From an optimization exercise on the open Yosys and OpenROAD flow, aimed at small area, a short achievable clock period and few clock cycles per item; shortcuts taken in it are not production practice.
No run shown here included a check of the RTL's function; only the layout flow was run.
Power figures rest on the tool's default switching activity, not on a simulated workload.

`flow/run.sh`:
```
#!/bin/bash
# synth_recipe.tcl (not shown) runs the flow's synth.tcl, then flattens the netlist and writes it again
# the make line also repeats each setting of config.mk as NAME=value (left out here)
make -C /OpenROAD-flow-scripts/flow DESIGN_CONFIG=/design/flow/config.mk WORK_HOME=/design/flow/orfs CLKGATE_MAP_FILE= SYNTH_SCRIPT=/design/flow/synth_recipe.tcl finish
```
`flow/config.mk`:
```
export PLATFORM = sky130hd
export DESIGN_NAME = bf_tape
export DESIGN_NICKNAME = bf_tape
export VERILOG_FILES = /design/flow/design.v
export SDC_FILE = /design/flow/constraint.sdc
export NUM_CORES = 4
export LEC_CHECK = 0
export ABC_AREA = 1
export CAP_MARGIN = 20
export CORE_MARGIN = 2
export CORE_UTILIZATION = 60
export CTS_CLUSTER_DIAMETER = 100
export CTS_CLUSTER_SIZE = 25
export SETUP_SLACK_MARGIN = 3.5
export SLEW_MARGIN = 40
export SYNTH_HIERARCHICAL = 1
export SYNTH_MINIMUM_KEEP_SIZE = 0
```
`flow/constraint.sdc`:
```
create_clock -name core_clock -period 6.0 [get_ports {clk}]
set_input_delay 1.2000 -clock core_clock [delete_from_list [all_inputs] [get_ports {clk}]]
set_output_delay 1.2000 -clock core_clock [all_outputs]
set_load 0.01 [all_outputs]
```
`flow/design.v`:
```
module bf_tape #(
  parameter int DATA_W = 8,
  parameter int ADDR_W = 8,
  parameter int DEPTH  = 2**ADDR_W
) (
  input  logic              clk,
  input  logic              rst_n,
  input  logic              cmd_valid,
  output logic              cmd_ready,
  input  logic [2:0]        cmd_op,
  input  logic [DATA_W-1:0] cmd_data,
  output logic [DATA_W-1:0] cell_out,
  output logic              cell_zero,
  output logic [ADDR_W-1:0] ptr_out,
  output logic              err
);
  localparam logic [2:0] OP_NOP = 3'd0, OP_INC = 3'd1, OP_DEC = 3'd2, OP_RIGHT = 3'd3,
                         OP_LEFT = 3'd4, OP_WRITE = 3'd5, OP_ADD = 3'd6, OP_CLEAR_ALL = 3'd7;
  localparam int NH = 16;    
  localparam int NL = 16;    
  logic [ADDR_W-1:0] ptr;
  logic [NH-1:0]     ph;     
  logic [NL-1:0]     pl;     
  logic [DATA_W-1:0] cur, nb_r, nb_l;
  logic              zero_q;
  logic              err_q;
  logic              clr_pend;
  logic              ready_q;
  logic [NH-1:0] wh;
  logic [NL-1:0] wl;
  assign wh = ph | {NH{clr_pend}};
  assign wl = pl | {NL{clr_pend}};
  logic [DATA_W-1:0] wdata;
  assign wdata = clr_pend ? '0 : cur;
  logic [DEPTH-1:0][DATA_W-1:0] cells;
  logic [DEPTH-1:0]             rsel;    
  for (genvar i = 0; i < DEPTH; i++) begin : g_cell
    localparam int IM = (i + DEPTH - 2) % DEPTH;
    localparam int IP = (i + 2) % DEPTH;
    always_ff @(posedge clk)
      if (wh[i / NL] && wl[i % NL]) cells[i] <= wdata;
    assign rsel[i] = (ph[IM / NL] && pl[IM % NL]) || (ph[IP / NL] && pl[IP % NL]);
  end
  localparam int NBK = 4;
  logic [DATA_W-1:0] rd_b [NBK];
  always_comb begin
    for (int k = 0; k < NBK; k++) rd_b[k] = '0;
    for (int i = 0; i < DEPTH; i++)
      rd_b[(i >> 2) % NBK] = rd_b[(i >> 2) % NBK] | (cells[i] & {DATA_W{rsel[i]}});
  end
  logic [NBK-1:0] in_p2, in_m2;
  always_comb begin
    in_p2 = '0;
    in_m2 = '0;
    for (int n = 0; n < NL; n++) begin
      in_p2[((n + 2) % NL) >> 2]      = in_p2[((n + 2) % NL) >> 2]      | pl[n];
      in_m2[((n + NL - 2) % NL) >> 2] = in_m2[((n + NL - 2) % NL) >> 2] | pl[n];
    end
  end
  logic accept, at_last, at_first;
  assign accept   = cmd_valid && ready_q;
  assign at_last  = ph[NH-1] && pl[NL-1];
  assign at_first = ph[0] && pl[0];
  logic mv_r, mv_l, clr, oob;
  assign mv_r = accept && cmd_op == OP_RIGHT && !at_last;
  assign mv_l = accept && cmd_op == OP_LEFT  && !at_first;
  assign clr  = accept && cmd_op == OP_CLEAR_ALL;
  assign oob  = accept && ((cmd_op == OP_RIGHT && at_last) || (cmd_op == OP_LEFT && at_first));
  logic [DATA_W-1:0] cur_nx;
  logic              zero_nx;
  logic [DATA_W-1:0] cur_inc, cur_dec, neg_cur;
  logic [ADDR_W-1:0] ptr_inc, ptr_dec, ptr_neg;
  bf_tape_step #(.W(DATA_W)) u_cur_step (.a(cur), .inc(cur_inc), .dec(cur_dec), .neg(neg_cur));
  logic [DATA_W-1:0] cur_add;
  bf_tape_add #(.W(DATA_W)) u_add (.a(cur), .b(cmd_data), .y(cur_add));
  bf_tape_step #(.W(ADDR_W)) u_ptr_step (.a(ptr), .inc(ptr_inc), .dec(ptr_dec), .neg(ptr_neg));
  always_comb begin
    cur_nx  = cur;
    zero_nx = zero_q;
    if (accept) begin
      case (cmd_op)
        OP_INC:       begin cur_nx = cur_inc;          zero_nx = (cur == '1); end
        OP_DEC:       begin cur_nx = cur_dec;          zero_nx = (cur == DATA_W'(1)); end
        OP_WRITE:     begin cur_nx = cmd_data;         zero_nx = (cmd_data == '0); end
        OP_ADD:       begin cur_nx = cur_add;            zero_nx = (cmd_data == neg_cur); end
        OP_RIGHT:     if (!at_last)  begin cur_nx = nb_r; zero_nx = (nb_r == '0); end
        OP_LEFT:      if (!at_first) begin cur_nx = nb_l; zero_nx = (nb_l == '0); end
        OP_CLEAR_ALL: begin cur_nx = '0; zero_nx = 1'b1; end
        default: ;
      endcase
    end
  end
  logic              hold_nb;
  logic [DATA_W-1:0] nb_r_nx, nb_l_nx;
  assign hold_nb = ready_q && !(clr || mv_r || mv_l);
  always_comb begin
    nb_r_nx = (cur & {DATA_W{mv_l}}) | (nb_r & {DATA_W{hold_nb}});
    nb_l_nx = (cur & {DATA_W{mv_r}}) | (nb_l & {DATA_W{hold_nb}});
    for (int k = 0; k < NBK; k++) begin
      nb_r_nx = nb_r_nx | (rd_b[k] & {DATA_W{mv_r && !clr_pend && in_p2[k]}});
      nb_l_nx = nb_l_nx | (rd_b[k] & {DATA_W{mv_l && !clr_pend && in_m2[k]}});
    end
  end
  always_ff @(posedge clk) begin
    nb_r <= nb_r_nx;
    nb_l <= nb_l_nx;
  end
  always_ff @(posedge clk or negedge rst_n) begin
    if (!rst_n) begin
      ph       <= NH'(1);
      pl       <= NL'(1);
      clr_pend <= 1'b1;
      ready_q  <= 1'b0;
    end else begin
      ready_q  <= 1'b1;
      clr_pend <= clr;
      if (clr) begin
        ph <= NH'(1);
        pl <= NL'(1);
      end else if (mv_r) begin
        pl <= {pl[NL-2:0], pl[NL-1]};
        if (pl[NL-1]) ph <= {ph[NH-2:0], ph[NH-1]};
      end else if (mv_l) begin
        pl <= {pl[0], pl[NL-1:1]};
        if (pl[0]) ph <= {ph[0], ph[NH-1:1]};
      end
    end
  end
  always_ff @(posedge clk) begin
    if (!ready_q) begin
      ptr    <= '0;
      cur    <= '0;
      zero_q <= 1'b1;
      err_q  <= 1'b0;
    end else begin
      cur    <= cur_nx;
      zero_q <= zero_nx;
      if (oob) err_q <= 1'b1;
      if (clr)       ptr <= '0;
      else if (mv_r) ptr <= ptr_inc;
      else if (mv_l) ptr <= ptr_dec;
    end
  end
  assign cmd_ready = ready_q;
  assign cell_out  = cur;
  assign cell_zero = zero_q;
  assign ptr_out   = ptr;
  assign err       = err_q;
endmodule
module bf_tape_step #(parameter int W = 8) (
  input  logic [W-1:0] a,
  output logic [W-1:0] inc,
  output logic [W-1:0] dec,
  output logic [W-1:0] neg
);
  assign inc = a + W'(1);
  assign dec = a - W'(1);
  assign neg = -a;
endmodule
module bf_tape_add #(parameter int W = 8) (
  input  logic [W-1:0] a,
  input  logic [W-1:0] b,
  output logic [W-1:0] y
);
  localparam int L = (W <= 2) ? 1 : (W <= 4) ? 2 : (W <= 8) ? 3 : (W <= 16) ? 4 : 5;
  logic [W-1:0] g [L+1];
  logic [W-1:0] p [L+1];
  assign g[0] = a & b;
  assign p[0] = a ^ b;
  for (genvar l = 0; l < L; l++) begin : g_lvl
    for (genvar i = 0; i < W; i++) begin : g_bit
      if (i >= (1 << l)) begin : g_comb
        assign g[l+1][i] = g[l][i] | (p[l][i] & g[l][i - (1 << l)]);
        assign p[l+1][i] = p[l][i] & p[l][i - (1 << l)];
      end else begin : g_pass
        assign g[l+1][i] = g[l][i];
        assign p[l+1][i] = p[l][i];
      end
    end
  end
  assign y = p[0] ^ {g[L][W-2:0], 1'b0};
endmodule
```
==> results.txt, run 1 <==
- Worst setup SP type: flip-flop
- WS Path Type: reg2reg
- H-tree levels: 3
- Top Layer Used: met5
- Vias in the first global route: 54,800
- # port buffers: 32
- Syn_nets: 7,683
- Post-CTS Hold Buffers: 0
- Syn avg cell area: 11.1 um^2
- Via count: 60,100
- Crit end category: flip-flop
- Final Core Density: 68.4%
- Worst clock skew: 45.9 ps
- Max cap viols: 0
- Fin nets: 7,892
- Drt initial violations: 10,400
- RSZ-0062 raised after global routing: yes
- Die footprint: 145,000 um^2
- Fmax: 363 MHz
- Initial antenna violation count: 6
- Fin. max-slew vios: 0
- Die H: 381 um
- Worst-path clk slew: 110 ps
- Post-Synthesis Cells: 7,657
- Largest net degree at the start of global routing: 162
- Final worst path period share: 46.0%
- Routed Antenna Nets: 0
- Met2 wire length: 133 mm
- Global-route wire length before repair: 415 mm
- Commonest non-fill, non-tap cell in the layout: nand2_1
- Met3 WL: 39.9 mm
- Clk Latency, worst-skew pair: 770 ps
- HP Class: in2async
- Root Buffer: clkbuf_16
- Worst-Margin Slew: 929 ps
- Area of the multi-input gates: 25,100 um^2
- 1st-pass router iterations: 13
- Final wirelength: 304 mm
- GRT Total Usage: 41.2%
- Outcome: complete, no violations
- Final WS setup: 3240 ps
- Width of the die: 381 um
- Final GP Congestion: 0.991
- Worst hold slack: 376 ps
- Mean number of vias per cell: 6.13
- Pleak: 40.0 nW
- Layout cell share with drive strength beyond 1: 15.0%
- WP data required: 6610 ps
- Post-place setup slack: 1640 ps
- Yosys warns: 11
- Most frequent cells in the layout: 3,568 x nand2_1, 2,048 x edfxtp_1, 568 x nor2_1
- Peak VDD IR: 0.374 mV
- P per Cell Area: 482 nW/um^2
- DRC: 0
- Final Setup Violations: 0
- Ports: 33
- Worst slew margin: 38.1%
- Filler cells: 10,300
- Cell area after layout: 96,700 um^2
- CTS sink cnt: 2,116
- R2r setup slk: 3240 ps
- Placement Cell Area: 87,800 um^2
- Post-layout min period: 2760 ps
- Worst Path Arrival: 3370 ps
- Register area: 63,200 um^2
- TNS Setup: 0 ps
- Synth-to-Final Area Change: 13.3%
- Met1 WL: 110 mm
- Final hold violation count: 0
- Core ar.: 141,000 um^2
- TritonCTS Buffers: 95
- Cell Rows: 138
- Hpwl dp: 203 mm
- GRT Residual Overflow: 0
- Routed length per placed instance: 30.9 um
- Critical-path maximum fanout: 9
- Post-synthesis cell area: 85,400 um^2
- Initial core utilization: 60.4%
- Clock buffer depth: 3
- CTS tree: built
[critical path, cell delays in order, from the launching register on]
cell     delay, ps
dfrtp_4        570
buf_8          220
nand2_4        240
nand2_2        220
nand2_1        110
nand2_1        100
nor3_2         240
nand2_1        190
nor2_1         120
nand2_1        140
o21ai_1        320
nand3_1        120
[registers in the layout, summed over array words and instances, names as in the netlist]
| name | cells |
|---|---|
| ready_q | 1 |
| err_q | 1 |
| pl | 16 |
| ph | 16 |
| cur | 8 |
| ptr | 8 |
| zero_q | 1 |
| cells | 2048 |
| clr_pend | 1 |
| nb_l | 8 |
| nb_r | 8 |
[worst paths after layout]
kind                         from      end  cells after the start
min in group core_clock     err_q    err_q                      2
max reg2reg                ph[12]  nb_r[3]                     11
min reg2reg                 err_q    err_q                      2
min                         rst_n    pl[3]                      1
max                        ph[12]  nb_r[3]                     11
max in group asynchronous   rst_n    ph[0]                      2
[report_power, final]
group	switching (W)	internal, W
combinational	0.0148	0.00458
clock	0.00459	0.00304
sequential	0.000774	0.0189
[final cells by class]
| type | instances | area share (%) |
|---|---|---|
| sequential | 2116 | 65.3 |
| multi-input combinational | 5259 | 26.0 |
| antenna | 2 | 0.00517 |
| timing repair inverter | 1 | 0.00905 |
| tap | 1890 | 2.44 |
| clock inverter | 7 | 0.0776 |
| inverter | 165 | 0.678 |
| clock buffer | 143 | 2.69 |
| timing repair buffer | 228 | 2.80 |
[per-stage QoR]
step / std cells / total power (W)
finish: 9811 / 0.0466
global route: 9809 / 0.0476
detailed placement: 9496 / 0.0345
floorplan: 7657 / 0.0275
CTS: 9773 / 0.0446
global placement: 9489 / 0.0343
[metal layers]
| metal | global-route usage (%) | vias to the layer above |
|---|---|---|
| li1 | - | 25900 |
| met1 | 56.5 | 28900 |
| met2 | 61.1 | 4477 |
| met3 | 10.7 | 862 |
| met4 | 21.8 | 8 |
| met5 | 1.32 | - |
[what timing repair did]
item | 4_1_cts | 5_1_grt
buffers inserted | 122 | 33
pin swaps | 28 | 30
setup endpoints to repair | 1616 | 282
cloned | 5 | 2
gates resized for setup | 1146 | 225
==> run 2, diff against run 1 <==
--- a/flow/config.mk
+++ b/flow/config.mk
@@ -12,5 +12,5 @@
 export CTS_CLUSTER_DIAMETER = 100
 export CTS_CLUSTER_SIZE = 25
-export SETUP_SLACK_MARGIN = 3.5
+export SETUP_SLACK_MARGIN = 3.8
 export SLEW_MARGIN = 40
 export SYNTH_HIERARCHICAL = 1
==> run 2 against run 1 <==
Compared with the run above: area after synthesis is the same; critical path depth grew 3; utilization grew 0.66 points; largest power group unchanged; wire length grew 1.4%; sequential power is essentially flat; still clean; die area is the same; clock power is essentially flat; highest routed layer unchanged.
==> results.txt, run 2 <==
- Outcome: complete, no violations
- Largest net degree at the start of global routing: 162
- Delay-heaviest family, CP: simple AND/OR/NAND/NOR gates
- Layout cell share with drive strength beyond 1: 16.2%
- Final hold violation count: 0
- Ports: 33
- WP data required: 6650 ps
- Initial antenna violation count: 2
- Cell chain of the critical path: buf_12 -> nand2_2 -> nand2_2 -> nand2_1 -> nand2_1 -> nor2_1 -> nand2_1 -> nor2_2 -> nand2_1 -> nor2_4 -> buf_12 -> nor2_1 -> nor2_2 -> nand3_1
- Initial core utilization: 60.4%
- Crit end category: flip-flop
- Worst-Margin Slew: 925 ps
- Pleak: 40.3 nW
- Core ar.: 141,000 um^2
- Commonest non-fill, non-tap cell in the layout: nand2_1
- H-tree levels: 3
- WS Path Type: reg2reg
- Die footprint: 145,000 um^2
- Via count: 60,600
- Yosys warns: 11
- Syn avg cell area: 11.1 um^2
- Clk Latency, worst-skew pair: 780 ps
- # port buffers: 32
- TritonCTS Buffers: 95
- Clock buffer depth: 3
- RSZ-0062 raised after global routing: yes
- Post-CTS Hold Buffers: 0
- Width of the die: 381 um
- Mean number of vias per cell: 6.17
- P per Cell Area: 480 nW/um^2
- Placed insts: 9,496
- TNS Setup: 0 ps
- Post-synthesis cell area: 85,400 um^2
- Peak VDD IR: 0.374 mV
- Drt initial violations: 10,500
- CP max-delay cell: dfrtp_4
- Worst-path clk slew: 110 ps
- Cell Rows: 138
- Post-layout min period: 2730 ps
- Top cell by count, worst path: nand2_1
- GRT Total Usage: 41.1%
- Fin cells: 9,830
- Root Buffer: clkbuf_16
- CTS tree: built
- Worst clock skew: 49.8 ps
- Max reg flops: 2,048
- Routed length per placed instance: 31.3 um
- Post-Synthesis Cells: 7,657
- Synth-to-Final Area Change: 14.4%
- Fmax: 366 MHz
- Critical-path maximum fanout: 9
- Final wirelength: 308 mm
- HP Class: in2async
- CTS sink cnt: 2,116
- Max incr delay on CP: 510 ps
- Die H: 381 um
- Routed Antenna Nets: 0
- Fin. max-slew vios: 0
- Final WS setup: 3270 ps
- Max cap viols: 0
- Worst Path Arrival: 3390 ps
- Vias in the first global route: 54,400
- Largest regs: cells x2048, ph x16, pl x16
- 1st-pass router iterations: 12
- Global-route wire length before repair: 413 mm
- Fin nets: 7,911
- Largest Register: cells
- Final GP Congestion: 0.991
- Syn_nets: 7,683
- Hpwl dp: 203 mm
- Final worst path period share: 45.6%
- Post-place setup slack: 1640 ps
- WP buf/inv: 2
- DRC: 0
- Worst slew margin: 38.3%
- GRT Residual Overflow: 0
- Most frequent cells in the layout: 3,501 x nand2_1, 2,048 x edfxtp_1, 571 x nor2_1
- Worst setup SP type: flip-flop
- Final Setup Violations: 0
- Final Core Density: 69.1%
-- run 2: final cells by class --
class / instances / area [um^2]
timing repair inverter: 2 / 16.3
clock buffer: 143 / 2600
sequential: 2116 / 63200
multi-input combinational: 5259 / 25700
fill: 10200 / 43700
timing repair buffer: 246 / 3090
antenna: 2 / 5.00
clock inverter: 7 / 75.1
tap: 1890 / 2360
inverter: 165 / 667
-- run 2: metrics by stage --
stage / hold slack (ps) / power, W / instance area, um^2
2_1_floorplan: 504 / 0.0275 / 85500
3_3_place_gp: 468 / 0.0343 / 87700
3_5_place_dp: 476 / 0.0345 / 87800
4_1_cts: 357 / 0.0437 / 94300
5_1_grt: 395 / 0.0478 / 97700
6_report: 383 / 0.0469 / 97700
-- run 2: repair_timing --
item                       4_1_cts  5_1_grt
pin swaps                       24       44
resized for setup              991      578
cloned                           9        4
setup endpoints to repair     2630     1451
setup buffers                   82       86
-- run 2: final timing paths --
path / start / to / slack (ps) / cells after the start
max: ph[7] / nb_r[5] / 3270 / 14
min in group core_clock: err_q / err_q / 520 / 2
min reg2reg: err_q / err_q / 520 / 2
max in group asynchronous: rst_n / ph[0] / 5040 / 2
max reg2reg: ph[7] / nb_r[5] / 3270 / 14
min: rst_n / pl[4] / 380 / 1
-- run 2: where the power goes --
group	internal [W]	leakage (nW)	total [W]	switching (W)
combinational	0.00464	19.1	0.0196	0.0150
sequential	0.0189	19.9	0.0196	0.000737
clock	0.00304	1.29	0.00764	0.00460
-- run 2: metal layers --
| metal | wire length [um] | GRT usage [%] |
|---|---|---|
| met5 | 251 | 0.463 |
| met3 | 42300 | 10.0 |
| met2 | 134000 | 60.9 |
| met4 | 21200 | 21.6 |
| met1 | 110000 | 56.7 |
==> run 3, diff against run 2 <==
--- a/flow/design.v
+++ b/flow/design.v
@@ -34,27 +34,50 @@
   assign wdata = clr_pend ? '0 : cur;
   logic [DEPTH-1:0][DATA_W-1:0] cells;
-  logic [DEPTH-1:0]             rsel;    
   for (genvar i = 0; i < DEPTH; i++) begin : g_cell
-    localparam int IM = (i + DEPTH - 2) % DEPTH;
-    localparam int IP = (i + 2) % DEPTH;
     always_ff @(posedge clk)
       if (wh[i / NL] && wl[i % NL]) cells[i] <= wdata;
-    assign rsel[i] = (ph[IM / NL] && pl[IM % NL]) || (ph[IP / NL] && pl[IP % NL]);
-  end
-  localparam int NBK = 4;
-  logic [DATA_W-1:0] rd_b [NBK];
-  always_comb begin
-    for (int k = 0; k < NBK; k++) rd_b[k] = '0;
-    for (int i = 0; i < DEPTH; i++)
-      rd_b[(i >> 2) % NBK] = rd_b[(i >> 2) % NBK] | (cells[i] & {DATA_W{rsel[i]}});
-  end
-  logic [NBK-1:0] in_p2, in_m2;
-  always_comb begin
-    in_p2 = '0;
-    in_m2 = '0;
-    for (int n = 0; n < NL; n++) begin
-      in_p2[((n + 2) % NL) >> 2]      = in_p2[((n + 2) % NL) >> 2]      | pl[n];
-      in_m2[((n + NL - 2) % NL) >> 2] = in_m2[((n + NL - 2) % NL) >> 2] | pl[n];
-    end
+  end
+  logic p2_hi;                        
+  logic carry_p, borrow_m;            
+  assign p2_hi    = ptr[2] ^ ptr[1];
+  assign carry_p  = pl[NL-2] || pl[NL-1];
+  assign borrow_m = pl[0] || pl[1];
+  logic [NL-1:0] csel;
+  localparam logic [NL-1:0] CSEL0 = NL'(1) << 2 | NL'(1) << (NL - 2);
+  logic [NH-1:0] row_p, row_m;        
+  for (genvar r = 0; r < NH; r++) begin : g_row
+    assign row_p[r] = carry_p  ? ph[(r + NH - 1) % NH] : ph[r];
+    assign row_m[r] = borrow_m ? ph[(r + 1) % NH]      : ph[r];
+  end
+  logic [DATA_W-1:0] rd_b [2];
+  for (genvar b = 0; b < 2; b++) begin : g_bank
+    logic [NH-1:0] rsel;
+    assign rsel = ((b == 1) == p2_hi) ? row_p : row_m;
+    logic [NH*DATA_W-1:0] rowv;       
+    for (genvar r = 0; r < NH; r++) begin : g_r
+      always_comb begin
+        rowv[r*DATA_W +: DATA_W] = '0;
+        for (int n = 0; n < NL; n++)
+          if (((n >> 2) & 1) == b)
+            rowv[r*DATA_W +: DATA_W] = rowv[r*DATA_W +: DATA_W] | (cells[r*NL + n] & {DATA_W{csel[n]}});
+      end
+    end
+    logic [NH/2*DATA_W-1:0] b1;       
+    logic [NH/8*DATA_W-1:0] b2;       
+    logic [DATA_W-1:0]      b3;       
+    for (genvar k = 0; k < NH / 2; k++) begin : g_b1
+      bf_tape_aoi22 #(.W(DATA_W)) u_g (
+        .a(rowv[(2*k)*DATA_W +: DATA_W]), .sa(rsel[2*k]),
+        .b(rowv[(2*k+1)*DATA_W +: DATA_W]), .sb(rsel[2*k+1]),
+        .y(b1[k*DATA_W +: DATA_W]));
+    end
+    for (genvar k = 0; k < NH / 8; k++) begin : g_b2
+      bf_tape_nand4 #(.W(DATA_W)) u_g (
+        .a(b1[(4*k)*DATA_W +: DATA_W]), .b(b1[(4*k+1)*DATA_W +: DATA_W]),
+        .c(b1[(4*k+2)*DATA_W +: DATA_W]), .d(b1[(4*k+3)*DATA_W +: DATA_W]),
+        .y(b2[k*DATA_W +: DATA_W]));
+    end
+    bf_tape_nor2 #(.W(DATA_W)) u_b3 (.a(b2[0 +: DATA_W]), .b(b2[DATA_W +: DATA_W]), .y(b3));
+    assign rd_b[b] = ~b3;
   end
   logic accept, at_last, at_first;
@@ -91,23 +114,21 @@
     end
   end
-  logic              hold_nb;
+  logic rd_ok, hold_nb;
   logic [DATA_W-1:0] nb_r_nx, nb_l_nx;
-  assign hold_nb = ready_q && !(clr || mv_r || mv_l);
-  always_comb begin
-    nb_r_nx = (cur & {DATA_W{mv_l}}) | (nb_r & {DATA_W{hold_nb}});
-    nb_l_nx = (cur & {DATA_W{mv_r}}) | (nb_l & {DATA_W{hold_nb}});
-    for (int k = 0; k < NBK; k++) begin
-      nb_r_nx = nb_r_nx | (rd_b[k] & {DATA_W{mv_r && !clr_pend && in_p2[k]}});
-      nb_l_nx = nb_l_nx | (rd_b[k] & {DATA_W{mv_l && !clr_pend && in_m2[k]}});
-    end
-  end
-  always_ff @(posedge clk) begin
-    nb_r <= nb_r_nx;
-    nb_l <= nb_l_nx;
-  end
+  assign rd_ok   = !clr_pend;
+  assign hold_nb = !(clr || mv_r || mv_l);
+  assign nb_r_nx = (rd_b[1] & {DATA_W{mv_r && rd_ok && p2_hi}})
+                 | (rd_b[0] & {DATA_W{mv_r && rd_ok && !p2_hi}})
+                 | (cur     & {DATA_W{mv_l}})
+                 | (nb_r    & {DATA_W{hold_nb}});
+  assign nb_l_nx = (rd_b[0] & {DATA_W{mv_l && rd_ok && p2_hi}})
+                 | (rd_b[1] & {DATA_W{mv_l && rd_ok && !p2_hi}})
+                 | (cur     & {DATA_W{mv_r}})
+                 | (nb_l    & {DATA_W{hold_nb}});
   always_ff @(posedge clk or negedge rst_n) begin
     if (!rst_n) begin
       ph       <= NH'(1);
       pl       <= NL'(1);
+      csel     <= CSEL0;
       clr_pend <= 1'b1;
       ready_q  <= 1'b0;
@@ -116,11 +137,14 @@
       clr_pend <= clr;
       if (clr) begin
-        ph <= NH'(1);
-        pl <= NL'(1);
+        ph   <= NH'(1);
+        pl   <= NL'(1);
+        csel <= CSEL0;
       end else if (mv_r) begin
-        pl <= {pl[NL-2:0], pl[NL-1]};
+        pl   <= {pl[NL-2:0], pl[NL-1]};
+        csel <= {csel[NL-2:0], csel[NL-1]};
         if (pl[NL-1]) ph <= {ph[NH-2:0], ph[NH-1]};
       end else if (mv_l) begin
-        pl <= {pl[0], pl[NL-1:1]};
+        pl   <= {pl[0], pl[NL-1:1]};
+        csel <= {csel[0], csel[NL-1:1]};
         if (pl[0]) ph <= {ph[0], ph[NH-1:1]};
       end
@@ -131,4 +155,6 @@
       ptr    <= '0;
       cur    <= '0;
+      nb_r   <= '0;
+      nb_l   <= '0;
       zero_q <= 1'b1;
       err_q  <= 1'b0;
@@ -137,4 +163,6 @@
       zero_q <= zero_nx;
       if (oob) err_q <= 1'b1;
+      nb_r   <= nb_r_nx;
+      nb_l   <= nb_l_nx;
       if (clr)       ptr <= '0;
       else if (mv_r) ptr <= ptr_inc;
@@ -157,4 +185,23 @@
   assign dec = a - W'(1);
   assign neg = -a;
+endmodule
+module bf_tape_aoi22 #(parameter int W = 8) (
+  input  logic [W-1:0] a, b,
+  input  logic         sa, sb,
+  output logic [W-1:0] y
+);
+  assign y = ~((a & {W{sa}}) | (b & {W{sb}}));
+endmodule
+module bf_tape_nand4 #(parameter int W = 8) (
+  input  logic [W-1:0] a, b, c, d,
+  output logic [W-1:0] y
+);
+  assign y = ~(a & b & c & d);
+endmodule
+module bf_tape_nor2 #(parameter int W = 8) (
+  input  logic [W-1:0] a, b,
+  output logic [W-1:0] y
+);
+  assign y = ~(a | b);
 endmodule
 module bf_tape_add #(parameter int W = 8) (
--- a/flow/config.mk
+++ b/flow/config.mk
@@ -6,5 +6,4 @@
 export NUM_CORES = 4
 export LEC_CHECK = 0
-export ABC_AREA = 1
 export CAP_MARGIN = 20
 export CORE_MARGIN = 2
==> run 3 against run 2 <==
Compared with the run above: cell area down 4.7%; synthesized cell count down 37%; maximum frequency shrank 12%; register-to-register slack worse by 360 ps; sequential power shrank 15%; via count fell by 20%; cell count fell by 31%; combinational power is 69% lower; worst hold slack better by 170 ps; area after synthesis is 4.6% lower; clock-buffer cell count down 16; critical endpoint is now nb_r[2]; largest cell class unchanged.
==> results.txt, run 3 <==
- DRC: 0
- Placed insts: 6,381
- Outcome: complete, no violations
- Max incr delay on CP: 520 ps
- Routed length per placed instance: 36.2 um
- RSZ-0062 raised after global routing: yes
- CTS tree: built
- CTS sink cnt: 2,132
- Post-synthesis cell area: 81,400 um^2
- Max reg flops: 2,048
- Largest Register: cells
- Routed Antenna Nets: 0
- Ports: 33
- WS Path Type: reg2reg
- Vias in the first global route: 45,200
- TNS Setup: 0 ps
- Initial antenna violation count: 2
- Global-route wire length before repair: 339 mm
- Worst slew margin: 36.3%
- Post-layout min period: 3100 ps
- Sw Pwr: 0.00884 W
- Cell chain of the critical path: buf_16 -> a22oi_2 -> nand4_1 -> a22oi_2 -> nand4_1 -> nor2_4 -> mux2i_1 -> a222oi_1 -> nor2b_1
- Hold path depth: 2
- Final hold violation count: 0
- Worst-path clk slew: 110 ps
- Worst hold slack: 558 ps
- Cell-internal power: 0.0215 W
- Most frequent cells in the layout: 2,048 x edfxtp_1, 964 x a22oi_1, 292 x nand4_1
- Worst clock skew: 23.0 ps
- P per Cell Area: 325 nW/um^2
- Drt initial violations: 7,009
- Width of the die: 372 um
- Root Buffer: clkbuf_16
- Peak VDD IR: 0.291 mV
- Via count: 48,500
- Worst r2r path cells: 9
- Cell Rows: 135
- Crit end category: flip-flop
- Final GP Congestion: 0.866
- Clk Latency, worst-skew pair: 750 ps
- Delay-heaviest family, CP: simple AND/OR/NAND/NOR gates
- Final wirelength: 246 mm
- Clk pwr share: 24.6%
- Commonest non-fill, non-tap cell in the layout: edfxtp_1
- Worst-Margin Slew: 955 ps
- Fmax: 323 MHz
- Layout cell share with drive strength beyond 1: 23.0%
- Syn avg cell area: 16.8 um^2
- Syn_nets: 4,868
- Synth-to-Final Area Change: 14.4%
- Mean number of vias per cell: 7.15
- Flop pwr share: 55.0%
- Worst setup SP type: flip-flop
- Pleak: 28.7 nW
- GRT Total Usage: 34.7%
- Final Setup Violations: 0
- Die H: 372 um
- Hpwl dp: 129 mm
- CP max-delay cell: dfstp_4
- Fin. max-slew vios: 0
- Worst Path Arrival: 3740 ps
- Placement Cell Area: 84,100 um^2
- Critical-path maximum fanout: 38
- WP buf/inv: 1
- # port buffers: 32
- Initial core utilization: 60.2%
- Combinational power share: 20.4%
- Fin cells: 6,784
- Sw Ratio: 29.2%
- 1st-pass router iterations: 5
- Die footprint: 139,000 um^2
- Largest net degree at the start of global routing: 161
- HP Class: reg2reg
- Core ar.: 135,000 um^2
- Worst path depth: 9
- Fin nets: 4,993
- Max cap viols: 0
- Clock buffer depth: 3
- Yosys warns: 11
- Final worst path period share: 51.6%
- H-tree levels: 3
- WP data required: 6650 ps
- Post-Synthesis Cells: 4,842
- TritonCTS Buffers: 95
- Total power: 0.0303 W
- Cell area after layout: 93,100 um^2
- GRT Residual Overflow: 0
==> run 3: metrics by stage <==
| stage | util (%) | setup WS [ps] |
|---|---|---|
| CTS | 67.3 | 3040 |
| floorplan | - | 2650 |
| detailed placement | 62.2 | 1890 |
| finish | 68.9 | 2900 |
| global placement | 61.6 | 1990 |
| global route | 68.9 | 2940 |
==> run 3: timing repair <==
item	4_1_cts	5_1_grt
hold buffers	0	0
buffers inserted	146	76
pin swaps	137	146
setup endpoints to repair	3116	1110
cloned	28	17
resized for setup	623	188
==> run 3: area by class of cell <==
| class | count | area (um^2) |
|---|---|---|
| multi-input combinational | 2312 | 18600 |
| tap | 1781 | 2230 |
| antenna | 1 | 2.50 |
| fill | 8776 | 42000 |
| timing repair buffer | 407 | 5950 |
| sequential | 2132 | 63600 |
| inverter | 19 | 77.6 |
| clock inverter | 5 | 55.1 |
| clock buffer | 127 | 2560 |
==> run 3: worst register-to-register path: stages (launching register included) <==
cell	delay, ps
dfstp_4	520
buf_16	190
a22oi_2	310
nand4_1	430
a22oi_2	420
nand4_1	400
nor2_4	290
mux2i_1	110
a222oi_1	280
nor2b_1	70
==> run 3: final timing paths <==
kind	from	to	slack, ps
max	csel[14]	nb_r[2]	2900
min	err_q	err_q	560
max reg2reg	csel[14]	nb_r[2]	2900
min reg2reg	err_q	err_q	560
max in group asynchronous	rst_n	csel[4]	4810
min in group asynchronous	rst_n	pl[14]	600
==> run 3: metal layers <==
layer,vias to the layer above,GRT usage (%),wire (um)
li1,20100,-,-
met1,25400,49.1,95800
met2,2557,54.8,118000
met3,467,5.07,20800
met4,2,14.0,10700
met5,-,0,12
==> run 3: power by group through the flow <==
stage	Clock (W)	Sequential (W)	Combinational, W
2_1_floorplan	0	0.0169	0.00302
3_3_place_gp	0	0.0172	0.00465
3_5_place_dp	0	0.0172	0.00474
4_1_cts	0.00745	0.0167	0.00574
5_1_grt	0.00794	0.0167	0.00634
6_report	0.00744	0.0167	0.00617

## static timing again, ports no longer ideal
The results above use ideal ports. As a check the final layouts listed here were re-extracted and re-timed, cells and wires unchanged.
Step 1 (the two cells are an assumption about what drives the block):
set clk [get_ports {clk}]
set_driving_cell -lib_cell sky130_fd_sc_hd__clkbuf_16 $clk
set_driving_cell -lib_cell sky130_fd_sc_hd__buf_2 [delete_from_list [all_inputs] $clk]
Step 2, shift: input delay + t, output delay - t, t = (earliest + latest rising clock arrival at the registers) / 2. This alone moves slack from input paths to output paths.
Slacks: ideal / step 1 / step 2; pairs: ideal / step 1.
run	t (ns)	slack for setup (ns)	worst setup path after step 2
run 1	0.833	3.242 / 3.242 / 2.789	input to register
run 2	0.841	3.265 / 3.258 / 3.021	input to register
run 3	0.831	2.903 / 2.903 / 2.718	input to register
After both steps every run listed still meets setup and hold. For run 1, which loses most, drivers alone change the setup slack by 0.000 ns; drivers and shift together by -0.453 ns.
